What follows belongs to an exercise in optimizing a design on an open flow for a short achievable clock period and few clock cycles per item; a production flow would make more cautious choices.
The RTL was checked by simulation tests, not by an equivalence proof against the original design.
Power is estimated from default activity; no workload was simulated.

`design.v`:
```
`default_nettype none
package rv_m_pkg;
    localparam int unsigned xlen = 32;
    typedef enum logic [2:0] {
        op_mul    = 3'd0,   
        op_mulh   = 3'd1,   
        op_mulhsu = 3'd2,   
        op_mulhu  = 3'd3,   
        op_div    = 3'd4,
        op_divu   = 3'd5,
        op_rem    = 3'd6,
        op_remu   = 3'd7
    } muldiv_op_e;
    localparam int unsigned op_div_bit = 2;
endpackage
`default_nettype wire
`default_nettype none
package muldiv_pkg;
    typedef struct packed {
        logic [2:0]                   op;   
        logic [31:0]                  a;
        logic [31:0]                  b;
    } muldiv_req_t;
    localparam int unsigned div_radix_bits = 2;                    
    localparam int unsigned div_stages     = 32 / div_radix_bits;  
    localparam int unsigned pipe_depth     = div_stages + 1;
endpackage
`default_nettype wire
`timescale 1ns/1ps
`default_nettype none
module div_pipe (
    input  logic                           clk,
    input  logic [2:0]                     op,         
    input  logic [rv_m_pkg::xlen-1:0]      dividend,
    input  logic [rv_m_pkg::xlen-1:0]      divisor,
    input  logic [rv_m_pkg::xlen-1:0]      mul_word,   
    output logic [rv_m_pkg::xlen-1:0]      result      
);
    localparam int unsigned N = muldiv_pkg::div_stages;
    localparam int unsigned MUL_IN = 1;   
    logic        sgn, a_neg, b_neg;
    logic [33:0] d3_pos, d3_neg;
    assign sgn    = !op[0];   
    assign a_neg  = sgn && dividend[31];
    assign b_neg  = sgn && divisor[31];
    assign d3_pos = {2'b00, divisor} + {1'b0, divisor, 1'b0};
    assign d3_neg = {2'b00, ~divisor} + {1'b0, ~divisor, 1'b1} + 34'd2;
    logic [31:0] r_s    [N+1];
    logic [31:0] x_s    [N+1];
    logic [31:0] d_s    [N+1];
    logic [33:0] d3_s   [N+1];
    logic        qneg_s [N+1];
    logic        rneg_s [N+1];
    logic        dz_s   [N+1];
    logic        rem_s  [N+1];
    logic        mul_s  [N+1];
    assign r_s[0] = '0;
    always_ff @(posedge clk) begin
        x_s[0]    <= a_neg ? -dividend : dividend;
        d_s[0]    <= b_neg ? -divisor  : divisor;
        d3_s[0]   <= b_neg ? d3_neg : d3_pos;
        qneg_s[0] <= a_neg ^ b_neg;
        rneg_s[0] <= a_neg;
        dz_s[0]   <= (divisor == '0);
        rem_s[0]  <= op[1];
        mul_s[0]  <= !op[rv_m_pkg::op_div_bit];
    end
    for (genvar k = 0; k < N; k++) begin : g_iter
        localparam int unsigned RW = (2 * (k + 1) < 32) ? 2 * (k + 1) : 32;
        localparam logic [31:0] RMASK = (RW == 32) ? 32'hFFFF_FFFF : ((32'h1 << RW) - 1);
        logic [33:0] t;
        logic [34:0] s1, s2, s3;
        logic [31:0] r_n;
        logic [31:0] x_n;
        logic [1:0]  q;
        assign t  = {r_s[k], x_s[k][31:30]};
        assign s1 = {1'b0, t} - {3'b000, d_s[k]};
        assign s2 = {1'b0, t} - {2'b00, d_s[k], 1'b0};
        assign s3 = {1'b0, t} - {1'b0, d3_s[k]};
        always_comb begin
            if (!s3[34]) begin
                q   = 2'd3;
                r_n = s3[31:0];
            end else if (!s2[34]) begin
                q   = 2'd2;
                r_n = s2[31:0];
            end else if (!s1[34]) begin
                q   = 2'd1;
                r_n = s1[31:0];
            end else begin
                q   = 2'd0;
                r_n = t[31:0];
            end
        end
        if (k == MUL_IN) begin : g_mul_in
            assign x_n = mul_s[k] ? mul_word : {x_s[k][29:0], q};
        end else if (k > MUL_IN) begin : g_mul_hold
            assign x_n = mul_s[k] ? x_s[k] : {x_s[k][29:0], q};
        end else begin : g_div_only
            assign x_n = {x_s[k][29:0], q};
        end
        always_ff @(posedge clk) begin
            r_s[k+1]    <= r_n & RMASK;
            x_s[k+1]    <= x_n;
            d_s[k+1]    <= d_s[k];
            d3_s[k+1]   <= d3_s[k];
            qneg_s[k+1] <= qneg_s[k];
            rneg_s[k+1] <= rneg_s[k];
            dz_s[k+1]   <= dz_s[k];
            rem_s[k+1]  <= rem_s[k];
            mul_s[k+1]  <= mul_s[k];
        end
    end
    always_comb begin
        if (mul_s[N])
            result = x_s[N];
        else if (rem_s[N])
            result = rneg_s[N] ? -r_s[N] : r_s[N];
        else if (dz_s[N])
            result = '1;
        else
            result = qneg_s[N] ? -x_s[N] : x_s[N];
    end
endmodule
`default_nettype wire
`timescale 1ns/1ps
`default_nettype none
module csa_level #(
    parameter int unsigned N_IN  = 3,
    parameter int unsigned N_OUT = 2 * (N_IN / 3) + N_IN % 3
) (
    input  logic [N_IN-1:0][63:0]  rows_in,
    output logic [N_OUT-1:0][63:0] rows_out
);
    localparam int unsigned G = N_IN / 3;
    for (genvar g = 0; g < G; g++) begin : g_fa
        logic [63:0] x, y, z, maj;
        assign x = rows_in[3*g];
        assign y = rows_in[3*g+1];
        assign z = rows_in[3*g+2];
        assign maj             = (x & y) | (x & z) | (y & z);
        assign rows_out[2*g]   = x ^ y ^ z;
        assign rows_out[2*g+1] = {maj[62:0], 1'b0};
    end
    for (genvar p = 0; p < N_IN % 3; p++) begin : g_pass
        assign rows_out[2*G+p] = rows_in[3*G+p];
    end
endmodule
module mul_pipe (
    input  logic                           clk,
    input  logic [2:0]                     op,       
    input  logic [rv_m_pkg::xlen-1:0]      a,
    input  logic [rv_m_pkg::xlen-1:0]      b,
    output logic [rv_m_pkg::xlen-1:0]      result    
);
    localparam int unsigned R0 = 34;
    localparam int unsigned R1 = 23;
    localparam int unsigned R2 = 16;
    localparam int unsigned R3 = 11;
    localparam int unsigned R4 = 8;
    localparam int unsigned R5 = 6;
    localparam int unsigned R6 = 4;
    localparam int unsigned R7 = 3;
    localparam int unsigned R8 = 2;
    logic        a_signed, b_neg;
    logic [63:0] ax;
    assign a_signed = (op == rv_m_pkg::op_mulh) || (op == rv_m_pkg::op_mulhsu);
    assign b_neg    = (op == rv_m_pkg::op_mulh) && b[31];
    assign ax       = {{32{a_signed & a[31]}}, a};
    logic [R0-1:0][63:0] pp;
    for (genvar i = 0; i < 32; i++) begin : g_pp
        assign pp[i] = b[i] ? (ax << i) : 64'd0;
    end
    assign pp[32] = b_neg ? {~a, 32'd0} : 64'd0;
    assign pp[33] = {31'd0, b_neg, 32'd0};
    logic [R1-1:0][63:0] l1;
    logic [R2-1:0][63:0] l2;
    logic [R3-1:0][63:0] l3, l3_q;
    logic [R4-1:0][63:0] l4;
    logic [R5-1:0][63:0] l5;
    logic [R6-1:0][63:0] l6;
    logic [R7-1:0][63:0] l7;
    logic [R8-1:0][63:0] l8, l8_q;
    logic                hi1, hi2;
    csa_level #(.N_IN(R0)) u_l1 (.rows_in(pp),   .rows_out(l1));
    csa_level #(.N_IN(R1)) u_l2 (.rows_in(l1),   .rows_out(l2));
    csa_level #(.N_IN(R2)) u_l3 (.rows_in(l2),   .rows_out(l3));
    csa_level #(.N_IN(R3)) u_l4 (.rows_in(l3_q), .rows_out(l4));
    csa_level #(.N_IN(R4)) u_l5 (.rows_in(l4),   .rows_out(l5));
    csa_level #(.N_IN(R5)) u_l6 (.rows_in(l5),   .rows_out(l6));
    csa_level #(.N_IN(R6)) u_l7 (.rows_in(l6),   .rows_out(l7));
    csa_level #(.N_IN(R7)) u_l8 (.rows_in(l7),   .rows_out(l8));
    always_ff @(posedge clk) begin
        l3_q <= l3;
        hi1  <= (op != rv_m_pkg::op_mul);
        l8_q <= l8;
        hi2  <= hi1;
    end
    logic [63:0] prod;
    assign prod   = l8_q[0] + l8_q[1];
    assign result = hi2 ? prod[63:32] : prod[31:0];
endmodule
`default_nettype wire
`timescale 1ns/1ps
`default_nettype none
module muldiv_ctrl (
    input  logic                           clk,
    input  logic                           reset,
    input  logic                           req,
    input  muldiv_pkg::muldiv_req_t        req_data,
    output logic                           busy,
    output logic                           result_valid,
    output logic [rv_m_pkg::xlen-1:0]      result,
    output muldiv_pkg::muldiv_req_t        req_q,
    input  logic [rv_m_pkg::xlen-1:0]      pipe_result
);
    localparam int unsigned D = muldiv_pkg::pipe_depth;
    logic [D:0] valid;   
    assign busy = 1'b0;
    always_ff @(posedge clk) begin
        req_q  <= req_data;
        result <= pipe_result;
    end
    always_ff @(posedge clk) begin
        if (reset) begin
            valid        <= '0;
            result_valid <= 1'b0;
        end else begin
            valid        <= {valid[D-1:0], req};
            result_valid <= valid[D];
        end
    end
endmodule
`default_nettype wire
`timescale 1ns/1ps
`default_nettype none
module muldiv_unit (
    input  logic                           clk,
    input  logic                           reset,
    input  logic                           req,
    input  muldiv_pkg::muldiv_req_t        req_data,
    output logic                           busy,
    output logic                           result_valid,
    output logic [rv_m_pkg::xlen-1:0]      result
);
    muldiv_pkg::muldiv_req_t        req_q;
    logic [rv_m_pkg::xlen-1:0]      mul_word;
    logic [rv_m_pkg::xlen-1:0]      pipe_result;
    muldiv_ctrl u_ctrl (
        .clk          (clk),
        .reset        (reset),
        .req          (req),
        .req_data     (req_data),
        .busy         (busy),
        .result_valid (result_valid),
        .result       (result),
        .req_q        (req_q),
        .pipe_result  (pipe_result)
    );
    mul_pipe u_mul (
        .clk    (clk),
        .op     (req_q.op),
        .a      (req_q.a),
        .b      (req_q.b),
        .result (mul_word)
    );
    div_pipe u_div (
        .clk      (clk),
        .op       (req_q.op),
        .dividend (req_q.a),
        .divisor  (req_q.b),
        .mul_word (mul_word),
        .result   (pipe_result)
    );
endmodule
`default_nettype wire
```
`flow/run.sh`:
```
#!/bin/bash
# The standard layout (standard.sh: ORFS synthesis to final layout, unchanged scripts and
# constraints), with ORFS's timing repair asked to leave setup slack beyond what the 10 ns
# clock needs, so that the achieved period comes out as short as repair can make it.
# ORFS writes each step's full log under orfs/logs; make's own output goes to standard_flow.log.
set -euo pipefail
bash standard.sh SETUP_SLACK_MARGIN=7 finish > standard_flow.log 2>&1
```
`standard.sh`:
```
#!/bin/bash
# synth_recipe.tcl (not shown) runs the flow's synth.tcl, then flattens the netlist and writes it again
# the make line also repeats each setting of config.mk as NAME=value (left out here)
make -C /OpenROAD-flow-scripts/flow DESIGN_CONFIG=/design/flow/config.mk WORK_HOME=/design/flow/orfs CLKGATE_MAP_FILE= SYNTH_SCRIPT=/design/flow/synth_recipe.tcl "${@:-finish}"
```
`config.mk`:
```
export PLATFORM = sky130hd
export DESIGN_NAME = muldiv_unit
export DESIGN_NICKNAME = muldiv_unit
export VERILOG_FILES = /design/flow/design.v
export SDC_FILE = /design/flow/constraint.sdc
export NUM_CORES = 4
export LEC_CHECK = 0
export ABC_CLOCK_PERIOD_IN_PS = 2500
export CAP_MARGIN = 20
export CORE_MARGIN = 2
export CORE_UTILIZATION = 50
export CTS_CLUSTER_DIAMETER = 100
export CTS_CLUSTER_SIZE = 30
export SLEW_MARGIN = 20
export TNS_END_PERCENT = 50
```
`constraint.sdc`:
```
create_clock -name core_clock -period 10.0 [get_ports {clk}]
set_input_delay 2.0000 -clock core_clock [delete_from_list [all_inputs] [get_ports {clk}]]
set_output_delay 2.0000 -clock core_clock [all_outputs]
set_load 0.01 [all_outputs]
```
==> results of run 1 <==
==> cell usage after synthesis, types with 112 or more instances <==
| cell type | instances |
|---|---|
| o21ai_1 | 179 |
| ha_1 | 1070 |
| inv_1 | 2012 |
| o21ai_0 | 468 |
| nor4_1 | 128 |
| a21oi_1 | 860 |
| nor2b_1 | 158 |
| and2_1 | 880 |
| nor2_1 | 792 |
| clkbuf_1 | 425 |
| a21o_1 | 330 |
| mux2i_1 | 112 |
| nand2_1 | 727 |
| xor2_1 | 337 |
| a211oi_1 | 145 |
| mux2_2 | 470 |
| o21a_1 | 116 |
| nand2b_1 | 134 |
| xnor2_1 | 496 |
| nand3_1 | 158 |
| fa_1 | 1125 |
| nor3_1 | 164 |
| dfxtp_1 | 2572 |
==> registers in the layout, indices dropped and copies added (netlist names) <==
signal / count
u_ctrl.result_valid: 1
u_ctrl.req_q: 67
u_div.d_s: 510
u_mul.l3_q: 392
u_mul.hi1: 1
u_div.x_s: 544
u_div.r_s: 272
u_mul.hi2: 1
u_div.mul_s: 17
u_mul.l8_q: 119
u_div.rem_s: 17
u_div.rneg_s: 17
u_ctrl.result: 32
u_ctrl.valid: 18
u_div.qneg_s: 17
u_div.dz_s: 17
u_div.d3_s: 530
==> metal layers <==
metal  vias to the layer above  part of all wire [%]  global-route usage, %
li1                      51618                     -                      -
met1                     54358                    40                  39.37
met2                      3420                    47                  53.46
met3                      1054                   5.7                  4.188
met4                        10                   7.8                  20.48
met5                         -                 0.012                      0
==> logic make-up (layout without fill, tap and decap cells) <==
| family | after synthesis | count (layout) | share of synthesized area (%) |
|---|---|---|---|
| adder cells (fa/ha/maj) | 2208 | 2208 | 24.44 |
| AND/OR/NAND/NOR | 3497 | 3505 | 12.15 |
| other | 1 | 35 | 0.002543 |
| AO/OA/AOI/OAI | 2918 | 2920 | 12.70 |
| flip-flops | 2572 | 2572 | 34.92 |
| XOR/XNOR | 833 | 833 | 4.948 |
| multiplexers | 592 | 592 | 4.426 |
| buffers and inverters | 2506 | 3273 | 6.421 |
==> critical path, stage by stage (launching register included) <==
cell and delay (ns):
dfxtp_2 0.36, inv_2 0.05, ha_4 0.16, fa_2 0.33
and2b_2 0.26, o31ai_4 0.07, a21oi_2 0.23, a221o_1 0.28
a31oi_4 0.14, o31ai_4 0.32, o221ai_2 0.18, a211oi_4 0.23
buf_6 0.17, buf_12 0.15, mux2_4 0.30, a211o_1 0.25
a21boi_1 0.12
==> what timing repair did <==
| item | CTS | global route |
|---|---|---|
| cloned | 88 | 15 |
| hold buffers | 0 | 0 |
| resized for setup | 1554 | 611 |
| endpoints found under the setup margin | 655 | 646 |
| pin swaps | 469 | 395 |
| buffers inserted | 496 | 197 |
==> worst paths after layout <==
path                          start           endpoint  slack (ns)  cells past startpoint
hold / removal      u_div.rneg_s[8]    u_div.rneg_s[9]        0.30                      0
setup / recovery  u_div.x_s[12][30]  u_div.r_s[13][16]        6.26                     16
hold reg to reg     u_div.rneg_s[8]    u_div.rneg_s[9]        0.30                      0
setup reg to reg  u_div.x_s[12][30]  u_div.r_s[13][16]        6.26                     16
==> final cells by class <==
cell class,instances,area (um2),share of cell area [%]
Multi-Input combinational cell,10059,94080,53.80
Inverter,2015,7742,4.428
Clock buffer,149,3525,2.016
Clock inverter,61,948.4,0.5424
Sequential cell,2572,51870,29.67
Timing Repair Buffer,1048,11710,6.696
Tap cell,3919,4903,2.804
Antenna cell,34,85.08,0.04866
==> through the flow <==
| stage | power (W) | util, % | cells | area (um2) |
|---|---|---|---|---|
| 2_1_floorplan | 0.03710 | - | 15127 | 148600 |
| 3_3_place_gp | 0.04679 | 52.36 | 18816 | 153700 |
| 3_5_place_dp | 0.04691 | 52.37 | 18817 | 153700 |
| 4_1_cts | 0.05642 | 57.99 | 19611 | 170200 |
| 5_1_grt | 0.06253 | 59.55 | 19837 | 174800 |
| 6_report | 0.05817 | 59.57 | 19857 | 174900 |
==> power by group <==
group | switching (W) | internal (W) | leakage [nW]
Clock | 0.00391 | 0.00276 | 2.16
Combinational | 0.0193 | 0.0155 | 55.0
Sequential | 0.00313 | 0.0136 | 21.6
==> qor.yml, run 1 <==
outcome: "no timing/DRC/antenna violations"
ioPinCount: 104
drtAntennaViolNets: 0
drive_above_1_share_pct: 18.93
drtIter0Drc: 8090
firstDrtPassIters: 6
clockBufferDepth: 4
final_common_cell: "dfxtp_1"
setup_ws_ns: 6.256
wl_per_cell_um: 24.87
port_buffers: 102
worst_slew_pin_slew_ns: 1.124
drc_errors: 0
synth_edf_count: 0
finalSetupTns_ns: 0
nets: 18097
fin_crit_sh_pct: 37.44
cp_max_fo: 7
hold_viol_final: 0
avgSynthCellArea_um2: 9.748
hold_slack_ns: 0.2954
drv_slew: 0
die_h_um: 547.1
ys_ff_latch: 2572
synth_cell_types: 108
syn-cell-area_um2: 147500
slew_headroom_pct: 24.98
yosysTopAreaCell: "dfxtp_1"
clock_latency_ns: 0.89
grt_antenna_before_repair: 48
fin_skew_ns: 0.07104
die_area_um2: 299300
rows: 199
die_w_um: 547.1
syn_inst: 15127
grt_pass1_vias: 110816
grt_overflow: 0
synthTopCellsByArea: "dfxtp_1 35%, fa_1 15%, ha_1 9.1%"
cts_buffers: 136
coreArea_um2: 293600
end_kind: "flip-flop"
place_ws_ns: 5.426
grt_max_degree: 57
async_reset_ff_share_pct: 0
clk_pin_slew_worst_paths_ns: 0.11
cts_sinks: 2572
clockRootBuffer: "clkbuf_16"
hpwl_um: 354100
cts_tree: "done"
finalCriticalPeriod_ns: 3.744
drt-vias-per-instance: 5.563
routabilityCongestion: 0.9796
arrival_ns: 4.51
fmaxAchievable_ghz: 0.2671
final_cell_mix: "2,387 x dfxtp_1, 1,933 x inv_1, 1,055 x fa_1, 949 x ha_1, 870 x and2_1"
initial_utilization_pct: 50.23
setup_viol: 0
yosysWarnings: 12
fillers: 25115
p_leak_nw: 78.80
track_usage_pct: 32.14
wl_um: 493800
htree_levels: 4
hold_path_class: "flip-flop to flip-flop"
maxCapViolCount: 0
synth_seq_area_share_pct: 34.92
synth.top_cell.area_share_pct: 34.92
area_growth_pct: 18.58
cp.required_ns: 10.77
grt_setup_unrepaired: "true"
num_vias: 110460
grt_first_pass_wirelength_um: 718100
synth_fp_nets: 17392
start_kind: "flip-flop"
critical_path_class: "flip-flop to flip-flop"
p_per_area_nw_per_um2: 332.7
ir_drop_v: 0.0003940
yosys_most_used_dff: "dfxtp_1"
Testbench counts, summed over its fixed seeds: cycles 2,552, ops 2,400.
==> run 2: changes to the inputs <==
--- a/design.v
+++ b/design.v
@@ -23,7 +23,7 @@
     } muldiv_req_t;
     localparam int unsigned div_radix_bits = 2;                    
     localparam int unsigned div_stages     = 32 / div_radix_bits;  
-    localparam int unsigned pipe_depth     = div_stages + 1;
+    localparam int unsigned pipe_depth     = div_stages;
 endpackage
 `default_nettype wire
 `timescale 1ns/1ps
@@ -36,65 +36,114 @@
     input  logic [rv_m_pkg::xlen-1:0]      mul_word,   
     output logic [rv_m_pkg::xlen-1:0]      result      
 );
-    localparam int unsigned N = muldiv_pkg::div_stages;
-    localparam int unsigned MUL_IN = 1;   
+    localparam int unsigned N  = muldiv_pkg::div_stages;
+    localparam int unsigned KW = 2;
     logic        sgn, a_neg, b_neg;
-    logic [33:0] d3_pos, d3_neg;
-    assign sgn    = !op[0];   
-    assign a_neg  = sgn && dividend[31];
-    assign b_neg  = sgn && divisor[31];
-    assign d3_pos = {2'b00, divisor} + {1'b0, divisor, 1'b0};
-    assign d3_neg = {2'b00, ~divisor} + {1'b0, ~divisor, 1'b1} + 34'd2;
-    logic [31:0] r_s    [N+1];
-    logic [31:0] x_s    [N+1];
-    logic [31:0] d_s    [N+1];
-    logic [33:0] d3_s   [N+1];
-    logic        qneg_s [N+1];
-    logic        rneg_s [N+1];
-    logic        dz_s   [N+1];
-    logic        rem_s  [N+1];
-    logic        mul_s  [N+1];
-    assign r_s[0] = '0;
+    logic [31:0] ma, mb;
+    logic [1:0]  t0, q0, r0;
+    logic        b_small;   
+    logic [1:0]  bl;        
+    assign sgn     = !op[0];   
+    assign a_neg   = sgn && dividend[31];
+    assign b_neg   = sgn && divisor[31];
+    assign ma      = a_neg ? -dividend : dividend;
+    assign mb      = b_neg ? -divisor  : divisor;
+    assign b_small = b_neg ? (&divisor[31:2] && |divisor[1:0]) : !(|divisor[31:2]);
+    assign bl      = b_neg ? -divisor[1:0] : divisor[1:0];
+    assign t0      = ma[31:30];
+    always_comb begin
+        if (!b_small) begin
+            q0 = 2'd0;
+            r0 = t0;
+        end else if (bl == 2'd0) begin
+            q0 = 2'd3;
+            r0 = t0;
+        end else begin
+            q0 = t0 / bl;
+            r0 = t0 % bl;
+        end
+    end
+    logic [31:0] r_s    [1:N];
+    logic [31:0] x_s    [1:N];
+    logic [31:0] d_s    [1:N];
+    logic [33:0] d3_s   [KW:N];
+    logic        selr_s [1:N];   
+    logic        neg_s  [1:N];   
+    logic        mul_s  [1:N];   
     always_ff @(posedge clk) begin
-        x_s[0]    <= a_neg ? -dividend : dividend;
-        d_s[0]    <= b_neg ? -divisor  : divisor;
-        d3_s[0]   <= b_neg ? d3_neg : d3_pos;
-        qneg_s[0] <= a_neg ^ b_neg;
-        rneg_s[0] <= a_neg;
-        dz_s[0]   <= (divisor == '0);
-        rem_s[0]  <= op[1];
-        mul_s[0]  <= !op[rv_m_pkg::op_div_bit];
-    end
-    for (genvar k = 0; k < N; k++) begin : g_iter
+        r_s[1]    <= {30'd0, r0};
+        x_s[1]    <= {ma[29:0], q0};
+        d_s[1]    <= mb;
+        selr_s[1] <= op[rv_m_pkg::op_div_bit] && op[1];
+        neg_s[1]  <= op[rv_m_pkg::op_div_bit]
+                     && (op[1] ? a_neg : ((a_neg ^ b_neg) && divisor != '0));
+        mul_s[1]  <= !op[rv_m_pkg::op_div_bit];
+    end
+    for (genvar k = 1; k < N; k++) begin : g_iter
         localparam int unsigned RW = (2 * (k + 1) < 32) ? 2 * (k + 1) : 32;
         localparam logic [31:0] RMASK = (RW == 32) ? 32'hFFFF_FFFF : ((32'h1 << RW) - 1);
-        logic [33:0] t;
-        logic [34:0] s1, s2, s3;
         logic [31:0] r_n;
         logic [31:0] x_n;
         logic [1:0]  q;
-        assign t  = {r_s[k], x_s[k][31:30]};
-        assign s1 = {1'b0, t} - {3'b000, d_s[k]};
-        assign s2 = {1'b0, t} - {2'b00, d_s[k], 1'b0};
-        assign s3 = {1'b0, t} - {1'b0, d3_s[k]};
-        always_comb begin
-            if (!s3[34]) begin
-                q   = 2'd3;
-                r_n = s3[31:0];
-            end else if (!s2[34]) begin
-                q   = 2'd2;
-                r_n = s2[31:0];
-            end else if (!s1[34]) begin
-                q   = 2'd1;
-                r_n = s1[31:0];
-            end else begin
-                q   = 2'd0;
-                r_n = t[31:0];
+        if (k < KW) begin : g_narrow
+            localparam int unsigned W = 2 * (k + 1);
+            logic [W-1:0] t, dl;
+            logic         d_fits;
+            logic [W+2:0] s1, s2, s3;
+            assign t      = {r_s[k][W-3:0], x_s[k][31:30]};
+            assign dl     = d_s[k][W-1:0];
+            assign d_fits = !(|d_s[k][31:W]);
+            assign s1     = {3'b000, t} - {3'b000, dl};
+            assign s2     = {3'b000, t} - {2'b00, dl, 1'b0};
+            assign s3     = {3'b000, t} - ({3'b000, dl} + {2'b00, dl, 1'b0});
+            always_comb begin
+                r_n = '0;
+                if (d_fits && !s3[W+2]) begin
+                    q          = 2'd3;
+                    r_n[W-1:0] = s3[W-1:0];
+                end else if (d_fits && !s2[W+2]) begin
+                    q          = 2'd2;
+                    r_n[W-1:0] = s2[W-1:0];
+                end else if (d_fits && !s1[W+2]) begin
+                    q          = 2'd1;
+                    r_n[W-1:0] = s1[W-1:0];
+                end else begin
+                    q          = 2'd0;
+                    r_n[W-1:0] = t;
+                end
             end
-        end
-        if (k == MUL_IN) begin : g_mul_in
+            if (k == KW - 1) begin : g_d3
+                always_ff @(posedge clk)
+                    d3_s[k+1] <= {2'b00, d_s[k]} + {1'b0, d_s[k], 1'b0};
+            end
+        end else begin : g_full
+            logic [33:0] t;
+            logic [34:0] s1, s2, s3;
+            assign t  = {r_s[k], x_s[k][31:30]};
+            assign s1 = {1'b0, t} - {3'b000, d_s[k]};
+            assign s2 = {1'b0, t} - {2'b00, d_s[k], 1'b0};
+            assign s3 = {1'b0, t} - {1'b0, d3_s[k]};
+            always_comb begin
+                if (!s3[34]) begin
+                    q   = 2'd3;
+                    r_n = s3[31:0];
+                end else if (!s2[34]) begin
+                    q   = 2'd2;
+                    r_n = s2[31:0];
+                end else if (!s1[34]) begin
+                    q   = 2'd1;
+                    r_n = s1[31:0];
+                end else begin
+                    q   = 2'd0;
+                    r_n = t[31:0];
+                end
+            end
+            always_ff @(posedge clk)
+                d3_s[k+1] <= d3_s[k];
+        end
+        if (k == 2) begin : g_mul_in
             assign x_n = mul_s[k] ? mul_word : {x_s[k][29:0], q};
-        end else if (k > MUL_IN) begin : g_mul_hold
+        end else if (k > 2) begin : g_mul_hold
             assign x_n = mul_s[k] ? x_s[k] : {x_s[k][29:0], q};
         end else begin : g_div_only
             assign x_n = {x_s[k][29:0], q};
@@ -103,24 +152,14 @@
             r_s[k+1]    <= r_n & RMASK;
             x_s[k+1]    <= x_n;
             d_s[k+1]    <= d_s[k];
-            d3_s[k+1]   <= d3_s[k];
-            qneg_s[k+1] <= qneg_s[k];
-            rneg_s[k+1] <= rneg_s[k];
-            dz_s[k+1]   <= dz_s[k];
-            rem_s[k+1]  <= rem_s[k];
+            selr_s[k+1] <= selr_s[k];
+            neg_s[k+1]  <= neg_s[k];
             mul_s[k+1]  <= mul_s[k];
         end
     end
-    always_comb begin
-        if (mul_s[N])
-            result = x_s[N];
-        else if (rem_s[N])
-            result = rneg_s[N] ? -r_s[N] : r_s[N];
-        else if (dz_s[N])
-            result = '1;
-        else
-            result = qneg_s[N] ? -x_s[N] : x_s[N];
-    end
+    logic [31:0] mag;
+    assign mag    = selr_s[N] ? r_s[N] : x_s[N];
+    assign result = (mag ^ {32{neg_s[N]}}) + {31'd0, neg_s[N]};
 endmodule
 `default_nettype wire
 `timescale 1ns/1ps
--- a/config.mk
+++ b/config.mk
@@ -8,8 +8,5 @@
 export ABC_CLOCK_PERIOD_IN_PS = 2500
 export CAP_MARGIN = 20
 export CORE_MARGIN = 2
-export CORE_UTILIZATION = 50
-export CTS_CLUSTER_DIAMETER = 100
-export CTS_CLUSTER_SIZE = 30
+export CORE_UTILIZATION = 40
 export SLEW_MARGIN = 20
-export TNS_END_PERCENT = 50
==> run 2 against run 1 <==
First-iteration DRC count down 16%. Utilization down 10 points. Power up 8.6%. Final cell count up 1.8%. Worst hold slack worse by 0.022 ns. Clock power up 62%. Area after synthesis down 3.8%. Wire length down 12%. Largest cell class unchanged.
==> qor.yml, run 2 <==
syn_inst: 14480
initial_utilization_pct: 40.21
yosysWarnings: 10
die_h_um: 599.4
hpwl_um: 307700
cts_tree: "done"
post_synth_mux_area_share_pct: 5.009
grt_pass1_vias: 107298
synthSimpleGateAreaFrac_pct: 12.59
die_w_um: 599.4
final_cell_mix: "2,201 x dfxtp_1, 1,898 x inv_1, 1,054 x fa_1, 962 x and2_1, 932 x ha_1"
hold_viol_final: 0
slowest_delay_ns: 0.33
setup_ws_ns: 6.253
grt_antenna_before_repair: 25
finalCriticalPeriod_ns: 3.747
fin_skew_ns: 0.1047
worst_slew_pin_slew_ns: 1.238
area_growth_pct: 22.63
setup_viol: 0
fmaxAchievable_ghz: 0.2668
synth_cell_types: 106
drtAntennaViolNets: 0
grt_first_pass_wirelength_um: 645000
synth.top_cell.area_share_pct: 33.92
outcome: "no timing/DRC/antenna violations"
rows: 218
synthAdderAreaFrac_pct: 25.24
whs_path_depth: 0
clock_latency_ns: 0.95
seq_area_um2: 48500
yosys.area_share.xor_xnor_pct: 4.725
p_per_area_nw_per_um2: 363.2
reg_top3: "u_div.x_s (512), u_div.d_s (478), u_div.d3_s (464)"
clk_pin_slew_worst_paths_ns: 0.06
hp-start: "u_div.neg_s[15]"
maxCapViolCount: 0
port_buffers: 102
multi_input_area_um2: 91990
r2r_start: "u_div.x_s[15][30]"
hold_path_class: "flip-flop to flip-flop"
ys_ff_latch: 2403
grt_overflow: 0
top_register: "u_div.x_s"
largest_register_ffs: 512
worstReg2RegEnd: "u_div.r_s[16][0]"
synth_fp_nets: 16721
synth_seq_area_share_pct: 33.92
synth_common_cells: "2,403 x dfxtp_1, 1,992 x inv_1, 1,150 x fa_1"
finalSetupTns_ns: 0
yosysMostFrequentCell: "dfxtp_1"
synthTopCellsByArea: "dfxtp_1 34%, fa_1 16%, ha_1 9.0%"
htree_levels: 5
die_area_um2: 359300
syn-cell-area_um2: 141800
rrSetupSlack_ns: 6.25
place_ws_ns: 5.235
start_kind: "flip-flop"
grt_setup_unrepaired: "true"
clockBufferDepth: 4
ir_drop_v: 0.0003116
async_reset_ff_share_pct: 0
cts_sinks: 2403
clockRootBuffer: "clkbuf_16"
routabilityCongestion: 0.9145
drv_slew: 0
track_usage_pct: 23.37
cp_slowest_cell: "dfxtp_2"
final_common_cell: "dfxtp_1"
avgSynthCellArea_um2: 9.794
slew_headroom_pct: 16.97
synth_compound_area_share_pct: 11.87
p_leak_nw: 78.91
hold_slack_ns: 0.2729
coreArea_um2: 352700
hold_end: "u_div.neg_s[16]"
fin_crit_sh_pct: 37.47
yosysTopAreaCell: "dfxtp_1"
drt-vias-per-instance: 5.221
drtIter0Drc: 6796
arrival_ns: 4.60
ioPinCount: 104
wl_um: 433200
cts_buffers: 276
crit_top_cell: "buf_6"
end_kind: "flip-flop"
num_vias: 105518
firstDrtPassIters: 8
drc_errors: 0
wl_per_cell_um: 21.44
cp.required_ns: 10.86
cp_max_fo: 2
grt_max_degree: 44
yosys_most_used_dff: "dfxtp_1"
synth_top_family_by_area: "adder cells"
critical_path_class: "flip-flop to flip-flop"
synth_edf_count: 0
rr_worst_depth: 30
drive_above_1_share_pct: 21.09
fillers: 31811
nets: 17492
run 2: kinds of logic after synthesis:
logic type      after synthesis
simple gates               3436
compound gates             2579
buf+inv                    2474
flops                      2403
fa+ha+maj                  2171
xor+xnor                    765
mux                         651
other cells                   1
run 2: worst max-delay path by stage:
stage | cells after the start | to | start | slack, ns
6_report | 30 | u_div.r_s[16][0] | u_div.x_s[15][30] | 6.25
5_1_grt | 30 | u_div.r_s[16][0] | u_div.x_s[15][30] | 6.22
4_1_cts | 16 | u_div.r_s[16][20] | u_div.x_s[15][30] | 6.41
3_5_place_dp | 13 | u_div.r_s[15][25] | u_div.x_s[14][31] | 5.24
3_3_place_gp | 13 | u_div.r_s[15][27] | u_div.d_s[14][0] | 5.33
2_1_floorplan | 14 | u_div.r_s[16][28] | u_div.x_s[15][30] | 6.72
run 2: repair_timing:
item | CTS | global route
buffers inserted | 428 | 219
hold buffers | 0 | 0
cloned | 68 | 25
endpoints found under the setup margin | 625 | 492
gates resized for setup | 1541 | 832
pin swaps | 572 | 554
run 2: stage by stage:
stage	power (W)	std cells	cell area (um2)	utilization, %
after global routing	0.06791	20201	173900	49.30
after global placement	0.04679	18961	148600	42.14
after detailed placement	0.04693	18963	148600	42.15
after CTS	0.06111	19954	168300	47.73
after floorplan	0.03709	14480	142800	-
final	0.06317	20211	173900	49.31
run 2: cell type report:
cell class	instances	area share, %
multi-input cells	9626	52.89
flip-flops and latches	2403	27.89
repair buffers	947	5.851
clock buffers	361	4.414
inverters	1996	4.360
well taps	4730	3.403
clock inverters	134	1.165
diodes	13	0.01871
repair inverters	1	0.009353
run 2: power breakdown:
group          total, W  switching, W  internal, W
registers        0.0160       0.00280       0.0132
clock network    0.0108       0.00439      0.00637
logic            0.0364        0.0199       0.0165
run 2: layer usage:
layer	vias to the layer above	GRT usage, %	part of all wire, %
met2	2965	40.66	49
met3	962	3.052	5.2
met4	6	10.36	5.2
met5	-	0	0.0092
met1	52021	28.82	41
li1	49564	-	-
run 2: critical path, delay by kind of cell (launching register included):
kind	cells	cell delay, ns
buffers and inverters	29	3.15
muxes	1	0.16
DFF	1	0.33
Testbench counts of run 2, summed over its fixed seeds: cycles 2,544, ops 2,400.
==> run 3: changes to the inputs <==
--- a/design.v
+++ b/design.v
@@ -23,11 +23,41 @@
     } muldiv_req_t;
     localparam int unsigned div_radix_bits = 2;                    
     localparam int unsigned div_stages     = 32 / div_radix_bits;  
-    localparam int unsigned pipe_depth     = div_stages;
+    localparam int unsigned pipe_depth     = div_stages - 1;
 endpackage
 `default_nettype wire
 `timescale 1ns/1ps
 `default_nettype none
+module div_step_narrow #(
+    parameter int unsigned W = 4
+) (
+    input  logic [W-1:0]  t,         
+    input  logic [5:0]    d_low,     
+    input  logic [7:0]    d3_low,    
+    input  logic          d_fits,    
+    output logic [1:0]    q,
+    output logic [W-1:0]  r
+);
+    logic [8:0] s1, s2, s3;
+    assign s1     = 9'(t) - {3'b000, d_low};
+    assign s2     = 9'(t) - {2'b00, d_low, 1'b0};
+    assign s3     = 9'(t) - {1'b0, d3_low};
+    always_comb begin
+        if (d_fits && !s3[8]) begin
+            q = 2'd3;
+            r = s3[W-1:0];
+        end else if (d_fits && !s2[8]) begin
+            q = 2'd2;
+            r = s2[W-1:0];
+        end else if (d_fits && !s1[8]) begin
+            q = 2'd1;
+            r = s1[W-1:0];
+        end else begin
+            q = 2'd0;
+            r = t;
+        end
+    end
+endmodule
 module div_pipe (
     input  logic                           clk,
     input  logic [2:0]                     op,         
@@ -37,9 +67,9 @@
     output logic [rv_m_pkg::xlen-1:0]      result      
 );
     localparam int unsigned N  = muldiv_pkg::div_stages;
-    localparam int unsigned KW = 2;
+    localparam int unsigned KW = 3;
     logic        sgn, a_neg, b_neg;
-    logic [31:0] ma, mb;
+    logic [31:0] ma;
     logic [1:0]  t0, q0, r0;
     logic        b_small;   
     logic [1:0]  bl;        
@@ -47,10 +77,14 @@
     assign a_neg   = sgn && dividend[31];
     assign b_neg   = sgn && divisor[31];
     assign ma      = a_neg ? -dividend : dividend;
-    assign mb      = b_neg ? -divisor  : divisor;
     assign b_small = b_neg ? (&divisor[31:2] && |divisor[1:0]) : !(|divisor[31:2]);
     assign bl      = b_neg ? -divisor[1:0] : divisor[1:0];
     assign t0      = ma[31:30];
+    logic       b_lt16, b_lt64;
+    logic [5:0] b6;
+    assign b_lt16 = b_neg ? (&divisor[31:4] && |divisor[3:0]) : !(|divisor[31:4]);
+    assign b_lt64 = b_neg ? (&divisor[31:6] && |divisor[5:0]) : !(|divisor[31:6]);
+    assign b6     = b_neg ? -divisor[5:0] : divisor[5:0];
     always_comb begin
         if (!b_small) begin
             q0 = 2'd0;
@@ -65,93 +99,92 @@
     end
     logic [31:0] r_s    [1:N];
     logic [31:0] x_s    [1:N];
-    logic [31:0] d_s    [1:N];
-    logic [33:0] d3_s   [KW:N];
+    logic [34:0] nd_s   [1:N];   
+    logic [34:0] n3d_s  [KW:N];  
     logic        selr_s [1:N];   
     logic        neg_s  [1:N];   
     logic        mul_s  [1:N];   
+    logic [5:0]  dl_1;           
+    logic [7:0]  d3l_1;          
+    logic        lt16_1, lt64_1;
     always_ff @(posedge clk) begin
         r_s[1]    <= {30'd0, r0};
         x_s[1]    <= {ma[29:0], q0};
-        d_s[1]    <= mb;
+        nd_s[1]   <= b_neg ? {3'b111, divisor} : -{3'b000, divisor};
+        dl_1      <= b6;
         selr_s[1] <= op[rv_m_pkg::op_div_bit] && op[1];
         neg_s[1]  <= op[rv_m_pkg::op_div_bit]
                      && (op[1] ? a_neg : ((a_neg ^ b_neg) && divisor != '0));
         mul_s[1]  <= !op[rv_m_pkg::op_div_bit];
+        d3l_1     <= {2'b00, b6} + {1'b0, b6, 1'b0};
+        lt16_1    <= b_lt16;
+        lt64_1    <= b_lt64;
     end
-    for (genvar k = 1; k < N; k++) begin : g_iter
+    logic [1:0] q1, q2;
+    logic [3:0] r1;
+    logic [5:0] r2;
+    div_step_narrow #(.W(4)) u_it1 (
+        .t       ({r_s[1][1:0], x_s[1][31:30]}),
+        .d_low   (dl_1),
+        .d3_low  (d3l_1),
+        .d_fits  (lt16_1),
+        .q       (q1),
+        .r       (r1)
+    );
+    div_step_narrow #(.W(6)) u_it2 (
+        .t       ({r1, x_s[1][29:28]}),
+        .d_low   (dl_1),
+        .d3_low  (d3l_1),
+        .d_fits  (lt64_1),
+        .q       (q2),
+        .r       (r2)
+    );
+    always_ff @(posedge clk) begin
+        r_s[KW]    <= {26'd0, r2};
+        x_s[KW]    <= {x_s[1][27:0], q1, q2};
+        nd_s[KW]   <= nd_s[1];
+        n3d_s[KW]  <= nd_s[1] + {nd_s[1][33:0], 1'b0};
+        selr_s[KW] <= selr_s[1];
+        neg_s[KW]  <= neg_s[1];
+        mul_s[KW]  <= mul_s[1];
+    end
+    for (genvar k = KW; k < N; k++) begin : g_iter
         localparam int unsigned RW = (2 * (k + 1) < 32) ? 2 * (k + 1) : 32;
         localparam logic [31:0] RMASK = (RW == 32) ? 32'hFFFF_FFFF : ((32'h1 << RW) - 1);
+        logic [33:0] t;
+        logic [34:0] s1, s2, s3;
         logic [31:0] r_n;
         logic [31:0] x_n;
         logic [1:0]  q;
-        if (k < KW) begin : g_narrow
-            localparam int unsigned W = 2 * (k + 1);
-            logic [W-1:0] t, dl;
-            logic         d_fits;
-            logic [W+2:0] s1, s2, s3;
-            assign t      = {r_s[k][W-3:0], x_s[k][31:30]};
-            assign dl     = d_s[k][W-1:0];
-            assign d_fits = !(|d_s[k][31:W]);
-            assign s1     = {3'b000, t} - {3'b000, dl};
-            assign s2     = {3'b000, t} - {2'b00, dl, 1'b0};
-            assign s3     = {3'b000, t} - ({3'b000, dl} + {2'b00, dl, 1'b0});
-            always_comb begin
-                r_n = '0;
-                if (d_fits && !s3[W+2]) begin
-                    q          = 2'd3;
-                    r_n[W-1:0] = s3[W-1:0];
-                end else if (d_fits && !s2[W+2]) begin
-                    q          = 2'd2;
-                    r_n[W-1:0] = s2[W-1:0];
-                end else if (d_fits && !s1[W+2]) begin
-                    q          = 2'd1;
-                    r_n[W-1:0] = s1[W-1:0];
-                end else begin
-                    q          = 2'd0;
-                    r_n[W-1:0] = t;
-                end
-            end
-            if (k == KW - 1) begin : g_d3
-                always_ff @(posedge clk)
-                    d3_s[k+1] <= {2'b00, d_s[k]} + {1'b0, d_s[k], 1'b0};
-            end
-        end else begin : g_full
-            logic [33:0] t;
-            logic [34:0] s1, s2, s3;
-            assign t  = {r_s[k], x_s[k][31:30]};
-            assign s1 = {1'b0, t} - {3'b000, d_s[k]};
-            assign s2 = {1'b0, t} - {2'b00, d_s[k], 1'b0};
-            assign s3 = {1'b0, t} - {1'b0, d3_s[k]};
-            always_comb begin
-                if (!s3[34]) begin
-                    q   = 2'd3;
-                    r_n = s3[31:0];
-                end else if (!s2[34]) begin
-                    q   = 2'd2;
-                    r_n = s2[31:0];
-                end else if (!s1[34]) begin
-                    q   = 2'd1;
-                    r_n = s1[31:0];
-                end else begin
-                    q   = 2'd0;
-                    r_n = t[31:0];
-                end
+        assign t  = {r_s[k], x_s[k][31:30]};
+        assign s1 = {1'b0, t} + nd_s[k];
+        assign s2 = {1'b0, t} + {nd_s[k][33:0], 1'b0};
+        assign s3 = {1'b0, t} + n3d_s[k];
+        always_comb begin
+            if (!s3[34]) begin
+                q   = 2'd3;
+                r_n = s3[31:0];
+            end else if (!s2[34]) begin
+                q   = 2'd2;
+                r_n = s2[31:0];
+            end else if (!s1[34]) begin
+                q   = 2'd1;
+                r_n = s1[31:0];
+            end else begin
+                q   = 2'd0;
+                r_n = t[31:0];
             end
-            always_ff @(posedge clk)
-                d3_s[k+1] <= d3_s[k];
         end
-        if (k == 2) begin : g_mul_in
+        if (k == KW) begin : g_mul_in
             assign x_n = mul_s[k] ? mul_word : {x_s[k][29:0], q};
-        end else if (k > 2) begin : g_mul_hold
+        end else begin : g_mul_hold
             assign x_n = mul_s[k] ? x_s[k] : {x_s[k][29:0], q};
-        end else begin : g_div_only
-            assign x_n = {x_s[k][29:0], q};
         end
         always_ff @(posedge clk) begin
             r_s[k+1]    <= r_n & RMASK;
             x_s[k+1]    <= x_n;
-            d_s[k+1]    <= d_s[k];
+            nd_s[k+1]   <= nd_s[k];
+            n3d_s[k+1]  <= n3d_s[k];
             selr_s[k+1] <= selr_s[k];
             neg_s[k+1]  <= neg_s[k];
             mul_s[k+1]  <= mul_s[k];
--- a/config.mk
+++ b/config.mk
@@ -8,5 +8,6 @@
 export ABC_CLOCK_PERIOD_IN_PS = 2500
 export CAP_MARGIN = 20
 export CORE_MARGIN = 2
-export CORE_UTILIZATION = 40
+export CORE_UTILIZATION = 55
+export PLACE_DENSITY = 0.72
 export SLEW_MARGIN = 20
==> run 3 against run 2 <==
Non-clock buffer count decreased by 37. Utilization is 18 points higher. Sequential share of layout area increased by 0.24 points. Register-to-register slack better by 0.02 ns. Die area is 28% lower. Via count decreased by 0.29%. Global-route usage up 8.1 points. Sequential power decreased by 4%. Count of clock-buffer cells in the layout increased by 21. Sequential cell count fell by 36. First-iteration DRC count shrank 3.3%. Clock skew fell by 0.017 ns. Critical path type unchanged. Largest cell class unchanged.
==> qor.yml, run 3 <==
top_register: "u_div.nd_s"
grt_setup_unrepaired: "true"
slew_headroom_pct: 20.89
num_vias: 105212
end_kind: "flip-flop"
hold_path_class: "flip-flop to flip-flop"
p_sw_w: 0.02558
wl_per_cell_um: 22.86
setup_viol: 0
yosys_most_used_dff: "dfxtp_1"
port_buffers: 102
sw_frac_of_total_pct: 42.32
clock_latency_ns: 0.97
synth_top_family_by_area: "adder cells"
area_growth_pct: 21.73
finalSetupTns_ns: 0
yosysTopAreaCell: "dfxtp_1"
cp_slowest_cell: "fa_2"
finalCriticalPeriod_ns: 3.725
start_kind: "flip-flop"
worst_slew_pin_slew_ns: 1.154
ioPinCount: 104
worstPathCellList: "ha_4 > inv_4 > fa_2 > nor2b_2 > o21ai_2 > a21boi_2 > o211ai_1 > a21oi_2 > o211ai_1 > a211oi_2 > buf_4 > o21ai_4 > a211oi_2 > buf_4 > buf_6 > buf_12 > o22ai_4 > mux2_4"
grt_overflow: 0
yosys.area_share.xor_xnor_pct: 5.309
synth_common_cells: "2,367 x dfxtp_1, 1,558 x inv_1, 1,151 x fa_1"
synthAdderAreaFrac_pct: 25.64
p_per_area_nw_per_um2: 356.3
final_util_pct: 67.42
drt-vias-per-instance: 5.755
drc_errors: 0
routabilityCongestion: 0.9248
fin_skew_ns: 0.08798
cts_buffers: 277
cts_tree: "done"
p_leak_nw: 75.72
synth_compound_area_share_pct: 12.37
slowest_delay_ns: 0.35
coreArea_um2: 251600
grt_max_degree: 72
wl_um: 417900
synth_fp_nets: 16200
p_comb_share_pct: 57.8
final_common_cell: "dfxtp_1"
synthSimpleGateAreaFrac_pct: 12.28
synthTopCellsByArea: "dfxtp_1 34%, fa_1 17%, ha_1 9.1%"
nets: 16938
clockBufferDepth: 4
post_synth_mux_area_share_pct: 4.845
die_h_um: 507.4
synth_seq_area_share_pct: 34.00
syn-cell-area_um2: 139400
fmaxAchievable_ghz: 0.2685
rows: 184
grt_pass1_vias: 110012
cp_max_fo: 6
critPathLaunch: "u_div.x_s[12][30]"
arrival_ns: 4.55
final_cell_mix: "2,203 x dfxtp_1, 1,476 x inv_1, 1,050 x fa_1, 951 x ha_1, 945 x and2_1"
maxCapViolCount: 0
power.share.sequential_pct: 25.4
yosysWarnings: 12
hp-start: "u_div.neg_s[15]"
initial_utilization_pct: 55.39
track_usage_pct: 31.49
hold_viol_final: 0
synth_edf_count: 0
drv_slew: 0
htree_levels: 5
ys_ff_latch: 2367
cp.required_ns: 10.83
fin_crit_sh_pct: 37.25
clkPwrFrac_pct: 16.8
ir_drop_v: 0.0004119
outcome: "no timing/DRC/antenna violations"
clk_pin_slew_worst_paths_ns: 0.06
largest_register_ffs: 488
critical_path_class: "flip-flop to flip-flop"
intPower_w: 0.03487
yosysMostFrequentCell: "dfxtp_1"
synth_cell_types: 102
drtAntennaViolNets: 0
clockRootBuffer: "clkbuf_16"
die_w_um: 507.4
hpwl_um: 273900
drive_above_1_share_pct: 20.69
grt_first_pass_wirelength_um: 628100
reg_top3: "u_div.nd_s (488), u_div.x_s (480), u_div.n3d_s (443)"
avgSynthCellArea_um2: 9.980
r2r_start: "u_div.x_s[12][30]"
firstDrtPassIters: 6
syn_inst: 13965
die_area_um2: 257400
synth.top_cell.area_share_pct: 34.00
drtIter0Drc: 6575
cts_sinks: 2367
grt_antenna_before_repair: 17
async_reset_ff_share_pct: 0
==> run 3: path summary, 6_finish.rpt <==
path,endpoint,slack [ns],cells past startpoint
setup reg to reg,u_div.r_s[13][0],6.27,18
hold / removal,u_div.neg_s[16],0.29,0
setup / recovery,u_div.r_s[13][0],6.27,18
hold reg to reg,u_div.neg_s[16],0.29,0
==> run 3: area by class of cell <==
cell class              instances  area (um2)
fillers                     18205       81980
well taps                    3348        4189
multi-input cells            9586       91930
inverters                    1561        5961
clock buffers                 382        7953
repair buffers                910       10690
clock inverters                87        1109
diodes                         40       100.1
flip-flops and latches       2367       47720
==> run 3: cells by family (layout without fill, tap and decap cells) <==
family / count (synthesis) / after routing
xor gates and xnor gates: 835 / 835
AOI/OAI and AO/OA: 2659 / 2659
other: 1 / 41
buffers and inverters: 2030 / 2940
DFF: 2367 / 2367
adders and majority gates: 2165 / 2165
muxes: 619 / 626
and+or+nand+nor: 3289 / 3300
==> run 3: timing repair <==
item                       4_1_cts  5_1_grt
pin swaps                      525      512
gates resized for setup       1426      762
setup buffers                  391      197
hold buffers                     0        0
setup endpoints to repair      660      548
gates cloned                    94       11
==> run 3: layer usage <==
layer | part of all wire (%) | track usage, % | wire length [um] | vias up
li1 | - | - | - | 48373
met3 | 5.6 | 5.488 | 23360 | 1640
met5 | 0.0031 | 0 | 13 | -
met4 | 9.2 | 23.85 | 38370 | 2
met2 | 49 | 54.52 | 203300 | 3743
met1 | 37 | 34.45 | 152900 | 51454
==> run 3: worst max-delay path, delay by kind of cell (launching register included) <==
family                     cells  cell delay [ns]
AOI/OAI and AO/OA              9             1.62
adders and majority gates      2             0.50
buffers and inverters          5             0.65
DFF                            1             0.34
muxes                          1             0.32
and+or+nand+nor                1             0.15
==> run 3: power groups by stage <==
stage / clock, W / sequential [W] / combinational, W
floorplan: 0 / 0.0143 / 0.0218
global placement: 0 / 0.0152 / 0.0294
detailed placement: 0 / 0.0153 / 0.0299
CTS: 0.0102 / 0.0152 / 0.0325
global route: 0.0106 / 0.0156 / 0.0384
finish: 0.0101 / 0.0154 / 0.0349
==> run 3: stage by stage <==
| step | area, um2 | power (W) | setup slack (ns) | std cells | hold WS [ns] |
|---|---|---|---|---|---|
| 2_1_floorplan | 140800 | 0.03608 | 6.535 | 13965 | 0.3096 |
| 3_3_place_gp | 145000 | 0.04462 | 5.340 | 17078 | 0.3098 |
| 3_5_place_dp | 145000 | 0.04519 | 5.303 | 17078 | 0.3121 |
| 4_1_cts | 164400 | 0.05788 | 6.303 | 18032 | 0.3214 |
| 5_1_grt | 169600 | 0.06460 | 6.220 | 18275 | 0.3144 |
| 6_report | 169600 | 0.06045 | 6.275 | 18281 | 0.2898 |
Testbench counts of run 3, summed over its fixed seeds: cycles 2,536, ops 2,400.
==> run 4: changes to the inputs <==
--- a/design.v
+++ b/design.v
@@ -21,9 +21,7 @@
         logic [31:0]                  a;
         logic [31:0]                  b;
     } muldiv_req_t;
-    localparam int unsigned div_radix_bits = 2;                    
-    localparam int unsigned div_stages     = 32 / div_radix_bits;  
-    localparam int unsigned pipe_depth     = div_stages - 1;
+    localparam int unsigned pipe_depth = 21;
 endpackage
 `default_nettype wire
 `timescale 1ns/1ps
@@ -38,18 +36,18 @@
     output logic [1:0]    q,
     output logic [W-1:0]  r
 );
-    logic [8:0] s1, s2, s3;
-    assign s1     = 9'(t) - {3'b000, d_low};
-    assign s2     = 9'(t) - {2'b00, d_low, 1'b0};
-    assign s3     = 9'(t) - {1'b0, d3_low};
+    logic [W+2:0] s1, s2, s3;
+    assign s1     = {3'b000, t} - {3'b000, d_low[W-1:0]};
+    assign s2     = {3'b000, t} - {2'b00, d_low[W-1:0], 1'b0};
+    assign s3     = {3'b000, t} - {1'b0, d3_low[W+1:0]};
     always_comb begin
-        if (d_fits && !s3[8]) begin
+        if (d_fits && !s3[W+2]) begin
             q = 2'd3;
             r = s3[W-1:0];
-        end else if (d_fits && !s2[8]) begin
+        end else if (d_fits && !s2[W+2]) begin
             q = 2'd2;
             r = s2[W-1:0];
-        end else if (d_fits && !s1[8]) begin
+        end else if (d_fits && !s1[W+2]) begin
             q = 2'd1;
             r = s1[W-1:0];
         end else begin
@@ -66,8 +64,10 @@
     input  logic [rv_m_pkg::xlen-1:0]      mul_word,   
     output logic [rv_m_pkg::xlen-1:0]      result      
 );
-    localparam int unsigned N  = muldiv_pkg::div_stages;
-    localparam int unsigned KW = 3;
+    localparam int unsigned N  = 32;
+    localparam int unsigned KW = 6;    
+    localparam int unsigned K2 = 20;   
+    localparam int unsigned MUL_IN = KW + 4;   
     logic        sgn, a_neg, b_neg;
     logic [31:0] ma;
     logic [1:0]  t0, q0, r0;
@@ -97,25 +97,25 @@
             r0 = t0 % bl;
         end
     end
-    logic [31:0] r_s    [1:N];
-    logic [31:0] x_s    [1:N];
-    logic [34:0] nd_s   [1:N];   
-    logic [34:0] n3d_s  [KW:N];  
-    logic        selr_s [1:N];   
-    logic        neg_s  [1:N];   
-    logic        mul_s  [1:N];   
+    logic [31:0] r_s    [2:N];
+    logic [31:0] x_s    [2:N];
+    logic [34:0] nd_s   [2:N];   
+    logic [34:0] n3d_s  [KW:K2];  
+    logic        selr_s [2:N];   
+    logic        neg_s  [2:N];   
+    logic        mul_s  [2:N];   
     logic [5:0]  dl_1;           
     logic [7:0]  d3l_1;          
     logic        lt16_1, lt64_1;
     always_ff @(posedge clk) begin
-        r_s[1]    <= {30'd0, r0};
-        x_s[1]    <= {ma[29:0], q0};
-        nd_s[1]   <= b_neg ? {3'b111, divisor} : -{3'b000, divisor};
+        r_s[2]    <= {30'd0, r0};
+        x_s[2]    <= {ma[29:0], q0};
+        nd_s[2]   <= b_neg ? {3'b111, divisor} : -{3'b000, divisor};
         dl_1      <= b6;
-        selr_s[1] <= op[rv_m_pkg::op_div_bit] && op[1];
-        neg_s[1]  <= op[rv_m_pkg::op_div_bit]
+        selr_s[2] <= op[rv_m_pkg::op_div_bit] && op[1];
+        neg_s[2]  <= op[rv_m_pkg::op_div_bit]
                      && (op[1] ? a_neg : ((a_neg ^ b_neg) && divisor != '0));
-        mul_s[1]  <= !op[rv_m_pkg::op_div_bit];
+        mul_s[2]  <= !op[rv_m_pkg::op_div_bit];
         d3l_1     <= {2'b00, b6} + {1'b0, b6, 1'b0};
         lt16_1    <= b_lt16;
         lt64_1    <= b_lt64;
@@ -124,7 +124,7 @@
     logic [3:0] r1;
     logic [5:0] r2;
     div_step_narrow #(.W(4)) u_it1 (
-        .t       ({r_s[1][1:0], x_s[1][31:30]}),
+        .t       ({r_s[2][1:0], x_s[2][31:30]}),
         .d_low   (dl_1),
         .d3_low  (d3l_1),
         .d_fits  (lt16_1),
@@ -132,7 +132,7 @@
         .r       (r1)
     );
     div_step_narrow #(.W(6)) u_it2 (
-        .t       ({r1, x_s[1][29:28]}),
+        .t       ({r1, x_s[2][29:28]}),
         .d_low   (dl_1),
         .d3_low  (d3l_1),
         .d_fits  (lt64_1),
@@ -141,16 +141,15 @@
     );
     always_ff @(posedge clk) begin
         r_s[KW]    <= {26'd0, r2};
-        x_s[KW]    <= {x_s[1][27:0], q1, q2};
-        nd_s[KW]   <= nd_s[1];
-        n3d_s[KW]  <= nd_s[1] + {nd_s[1][33:0], 1'b0};
-        selr_s[KW] <= selr_s[1];
-        neg_s[KW]  <= neg_s[1];
-        mul_s[KW]  <= mul_s[1];
+        x_s[KW]    <= {x_s[2][27:0], q1, q2};
+        nd_s[KW]   <= nd_s[2];
+        n3d_s[KW]  <= nd_s[2] + {nd_s[2][33:0], 1'b0};
+        selr_s[KW] <= selr_s[2];
+        neg_s[KW]  <= neg_s[2];
+        mul_s[KW]  <= mul_s[2];
     end
-    for (genvar k = KW; k < N; k++) begin : g_iter
-        localparam int unsigned RW = (2 * (k + 1) < 32) ? 2 * (k + 1) : 32;
-        localparam logic [31:0] RMASK = (RW == 32) ? 32'hFFFF_FFFF : ((32'h1 << RW) - 1);
+    for (genvar k = KW; k < K2; k += 2) begin : g_r4
+        localparam logic [31:0] RMASK = (32'h1 << (k + 2)) - 1;
         logic [33:0] t;
         logic [34:0] s1, s2, s3;
         logic [31:0] r_n;
@@ -175,16 +174,40 @@
                 r_n = t[31:0];
             end
         end
-        if (k == KW) begin : g_mul_in
+        if (k + 2 == MUL_IN) begin : g_mul_in
             assign x_n = mul_s[k] ? mul_word : {x_s[k][29:0], q};
-        end else begin : g_mul_hold
+        end else if (k + 2 > MUL_IN) begin : g_mul_hold
             assign x_n = mul_s[k] ? x_s[k] : {x_s[k][29:0], q};
+        end else begin : g_div_only
+            assign x_n = {x_s[k][29:0], q};
         end
         always_ff @(posedge clk) begin
+            r_s[k+2]    <= r_n & RMASK;
+            x_s[k+2]    <= x_n;
+            nd_s[k+2]   <= nd_s[k];
+            if (k + 2 < K2)
+                n3d_s[k+2] <= n3d_s[k];
+            selr_s[k+2] <= selr_s[k];
+            neg_s[k+2]  <= neg_s[k];
+            mul_s[k+2]  <= mul_s[k];
+        end
+    end
+    for (genvar k = K2; k < N; k++) begin : g_r2
+        localparam logic [31:0] RMASK = (k + 1 >= 32) ? 32'hFFFF_FFFF : ((32'h1 << (k + 1)) - 1);
+        logic [32:0] t;
+        logic [34:0] s;
+        logic        q;
+        logic [31:0] r_n;
+        logic [31:0] x_n;
+        assign t   = {r_s[k], x_s[k][31]};
+        assign s   = {2'b00, t} + nd_s[k];   
+        assign q   = !s[34];
+        assign r_n = q ? s[31:0] : t[31:0];
+        assign x_n = mul_s[k] ? x_s[k] : {x_s[k][30:0], q};
+        always_ff @(posedge clk) begin
             r_s[k+1]    <= r_n & RMASK;
             x_s[k+1]    <= x_n;
             nd_s[k+1]   <= nd_s[k];
-            n3d_s[k+1]  <= n3d_s[k];
             selr_s[k+1] <= selr_s[k];
             neg_s[k+1]  <= neg_s[k];
             mul_s[k+1]  <= mul_s[k];
@@ -269,8 +292,9 @@
         hi2  <= hi1;
     end
     logic [63:0] prod;
-    assign prod   = l8_q[0] + l8_q[1];
-    assign result = hi2 ? prod[63:32] : prod[31:0];
+    assign prod = l8_q[0] + l8_q[1];
+    always_ff @(posedge clk)
+        result <= hi2 ? prod[63:32] : prod[31:0];
 endmodule
 `default_nettype wire
 `timescale 1ns/1ps
==> run 4 against run 3 <==
Still clean. Sequential power grew 9%. Final cell count shrank 3.4%. Sequential share of layout area grew 4.5 points. Clock power increased by 18%. Count of clock-buffer cells in the layout is 27 higher. Sequential cell count up 410.
==> qor.yml, run 4 <==
ys_ff_latch: 2777
p_per_area_nw_per_um2: 333.8
worstPathCellList: "inv_2 > ha_4 > fa_2 > inv_2 > a21o_1 > a21oi_2 > nor4b_4 > a21oi_2 > o21ai_4 > ha_4 > nor2b_4 > o21ai_2 > nand2b_1 > a21o_1 > a21oi_2 > nor2b_4 > mux2_4 > o21ai_2 > o21ai_1"
syn_inst: 13368
synthTopCellsByArea: "dfxtp_1 39%, fa_1 16%, ha_1 7.5%"
nets: 16103
avgSynthCellArea_um2: 10.65
clockBufferDepth: 4
synth_fp_nets: 15439
clk_pin_slew_worst_paths_ns: 0.06
start_kind: "flip-flop"
synth_seq_area_share_pct: 39.04
r2r_start: "u_div.x_s[2][30]"
cp_max_fo: 8
async_reset_ff_share_pct: 0
drtAntennaViolNets: 0
critPathLaunch: "u_div.x_s[2][30]"
cts-hold-fix-buffers: 0
grt_setup_unrepaired: "true"
critical_path_class: "flip-flop to flip-flop"
grt_first_pass_wirelength_um: 590600
routabilityCongestion: 0.9511
drtIter0Drc: 6319
port_buffers: 102
maxCapViolCount: 0
wl_um: 385700
wl_per_cell_um: 21.84
cts_sinks: 2777
rows: 186
finalCriticalPeriod_ns: 3.633
cp_slowest_cell: "fa_2"
p_sw_w: 0.02204
yosys_most_used_dff: "dfxtp_1"
yosysWarnings: 12
yosysTopAreaCell: "dfxtp_1"
slowest_delay_ns: 0.40
die_w_um: 512.8
area_growth_pct: 20.48
worst_slew_pin_slew_ns: 1.098
final_common_cell: "dfxtp_1"
hold_slack_ns: 0.2765
p_leak_nw: 76.50
synth.top_cell.area_share_pct: 39.04
power.share.sequential_pct: 29.4
crit_top_cell: "a21oi_2"
drive_above_1_share_pct: 22.89
final_cell_mix: "2,609 x dfxtp_1, 1,400 x inv_1, 1,041 x fa_1, 923 x and2_1, 777 x ha_1"
syn-cell-area_um2: 142400
clkPwrFrac_pct: 20.8
synth_common_cells: "2,777 x dfxtp_1, 1,513 x inv_1, 1,145 x fa_1"
end_kind: "flip-flop"
die_h_um: 512.8
fin_skew_ns: 0.07032
ir_drop_v: 0.0004525
grt_overflow: 0
cts_buffers: 309
grt_antenna_before_repair: 22
cp.required_ns: 10.80
hold_path_class: "flip-flop to flip-flop"
synth_edf_count: 0
arrival_ns: 4.43
drc_errors: 0
synth_cell_types: 119
clock_latency_ns: 0.96
p_comb_share_pct: 49.8
top_register: "u_div.nd_s"
yosysMostFrequentCell: "dfxtp_1"
htree_levels: 5
coreArea_um2: 257200
hp-start: "u_div.selr_s[24]"
slew_headroom_pct: 26.29
reg_top3: "u_div.nd_s (697), u_div.x_s (672), u_div.r_s (424)"
grt_max_degree: 55
sw_frac_of_total_pct: 38.49
initial_utilization_pct: 55.37
track_usage_pct: 28.70
finalSetupTns_ns: 0
fin_crit_sh_pct: 36.33
ioPinCount: 104
clockRootBuffer: "clkbuf_16"
setup_viol: 0
fmaxAchievable_ghz: 0.2753
drv_slew: 0
hpwl_um: 259100
die_area_um2: 263000
firstDrtPassIters: 7
cts_tree: "done"
fillers: 18473
num_vias: 98967
grt_pass1_vias: 105679
drt-vias-per-instance: 5.604
largest_register_ffs: 697
hold_viol_final: 0
intPower_w: 0.03522
outcome: "no timing/DRC/antenna violations"
==> run 4: cell type report <==
class | instances | area [um2] | area share [%]
multi-input cells | 8625 | 85520 | 49.85
clock inverters | 128 | 1889 | 1.101
inverters | 1520 | 5796 | 3.378
flip-flops and latches | 2777 | 55920 | 32.60
well taps | 3384 | 4234 | 2.468
repair buffers | 799 | 9378 | 5.466
clock buffers | 409 | 8768 | 5.111
diodes | 17 | 42.54 | 0.02480
==> run 4: through the flow <==
stage | instance area, um2 | worst slack (ns) | utilization, % | cells | power, W
after detailed placement | 147500 | 5.751 | 57.37 | 16521 | 0.04144
final | 171600 | 6.367 | 66.71 | 17659 | 0.05726
after global routing | 171500 | 6.170 | 66.70 | 17646 | 0.06113
after floorplan | 143200 | 6.556 | - | 13368 | 0.03315
after CTS | 167300 | 6.450 | 65.06 | 17484 | 0.05570
after global placement | 147500 | 5.711 | 57.36 | 16521 | 0.04064
==> run 4: power by group through the flow <==
stage / sequential, W / combinational, W / clock, W
floorplan: 0.0159 / 0.0172 / 0
global placement: 0.0168 / 0.0239 / 0
detailed placement: 0.0168 / 0.0246 / 0
CTS: 0.0167 / 0.0269 / 0.0121
global route: 0.0171 / 0.0315 / 0.0125
finish: 0.0168 / 0.0285 / 0.0119
==> run 4: cells by family (layout without fill, tap and decap cells) <==
group | after synthesis | in the layout | share of synthesized area (%)
AND/OR/NAND/NOR | 2939 | 2942 | 10.74
flip-flops | 2777 | 2777 | 39.04
adder cells (fa/ha/maj) | 2001 | 2001 | 23.62
AO/OA/AOI/OAI | 1997 | 1997 | 9.120
buffers and inverters | 1971 | 2856 | 5.321
multiplexers | 989 | 989 | 7.826
XOR/XNOR | 693 | 695 | 4.322
other | 1 | 18 | 0.002634
==> run 4: what timing repair did <==
item                                     CTS  global route
endpoints found under the hold margin      0             0
endpoints found under the setup margin   814           690
setup buffers                            348           150
cloned                                    78             8
gates resized for setup                 1368           744
pin swaps                                447           476
==> run 4: worst max-delay path, delay by kind of cell (launching register included) <==
| family | cells | cell delay (ns) |
|---|---|---|
| AOI/OAI and AO/OA | 9 | 1.30 |
| adders and majority gates | 3 | 0.83 |
| buffers and inverters | 2 | 0.10 |
| DFF | 1 | 0.33 |
| muxes | 1 | 0.31 |
| and+or+nand+nor | 4 | 0.66 |
==> run 4: path summary, 6_finish.rpt <==
path	cells past startpoint	slack, ns	to
worst min register to register	0	0.28	u_div.selr_s[25]
worst max-delay path	19	6.37	u_div.r_s[6][5]
worst max register to register	19	6.37	u_div.r_s[6][5]
worst min-delay path	0	0.28	u_div.selr_s[25]
==> run 4: metal layers <==
metal	vias up	global-route usage, %	share of wire [%]
met5	-	0.03653	0.019
met1	48780	32.69	38
met2	3440	49.74	49
met4	8	16.88	6.9
met3	1188	5.830	6.7
li1	45551	-	-
Testbench counts of run 4, summed over its fixed seeds: cycles 2,584, ops 2,400.

## static timing again, ports no longer ideal
How much do the figures lean on ideal ports? The routed layouts below were timed once more, with nothing changed but the port constraints.
Step 1, drivers: a clkbuf_16 drives clk and a buf_2 each remaining input, both assumed.
Step 2 also shifts input and output timing later by t, the mid clock arrival at the registers, as if the neighbouring blocks saw the same clock.
a / b / c = ideal / step 1 / step 2; a / b = the first two.
| run | t, ns | setup slack, ns | worst hold slack (ns) |
|---|---|---|---|
| run 1 | 0.969 | 6.256 / 6.256 / 6.256 | 0.295 / 0.295 / 0.295 |
| run 2 | 1.016 | 6.253 / 6.253 / 6.253 | 0.273 / 0.273 / 0.273 |
| run 3 | 1.034 | 6.275 / 6.275 / 6.275 | 0.290 / 0.290 / 0.290 |
| run 4 | 1.024 | 6.367 / 6.348 / 6.367 | 0.276 / 0.276 / 0.276 |
After both steps setup and hold are still met in every run listed.
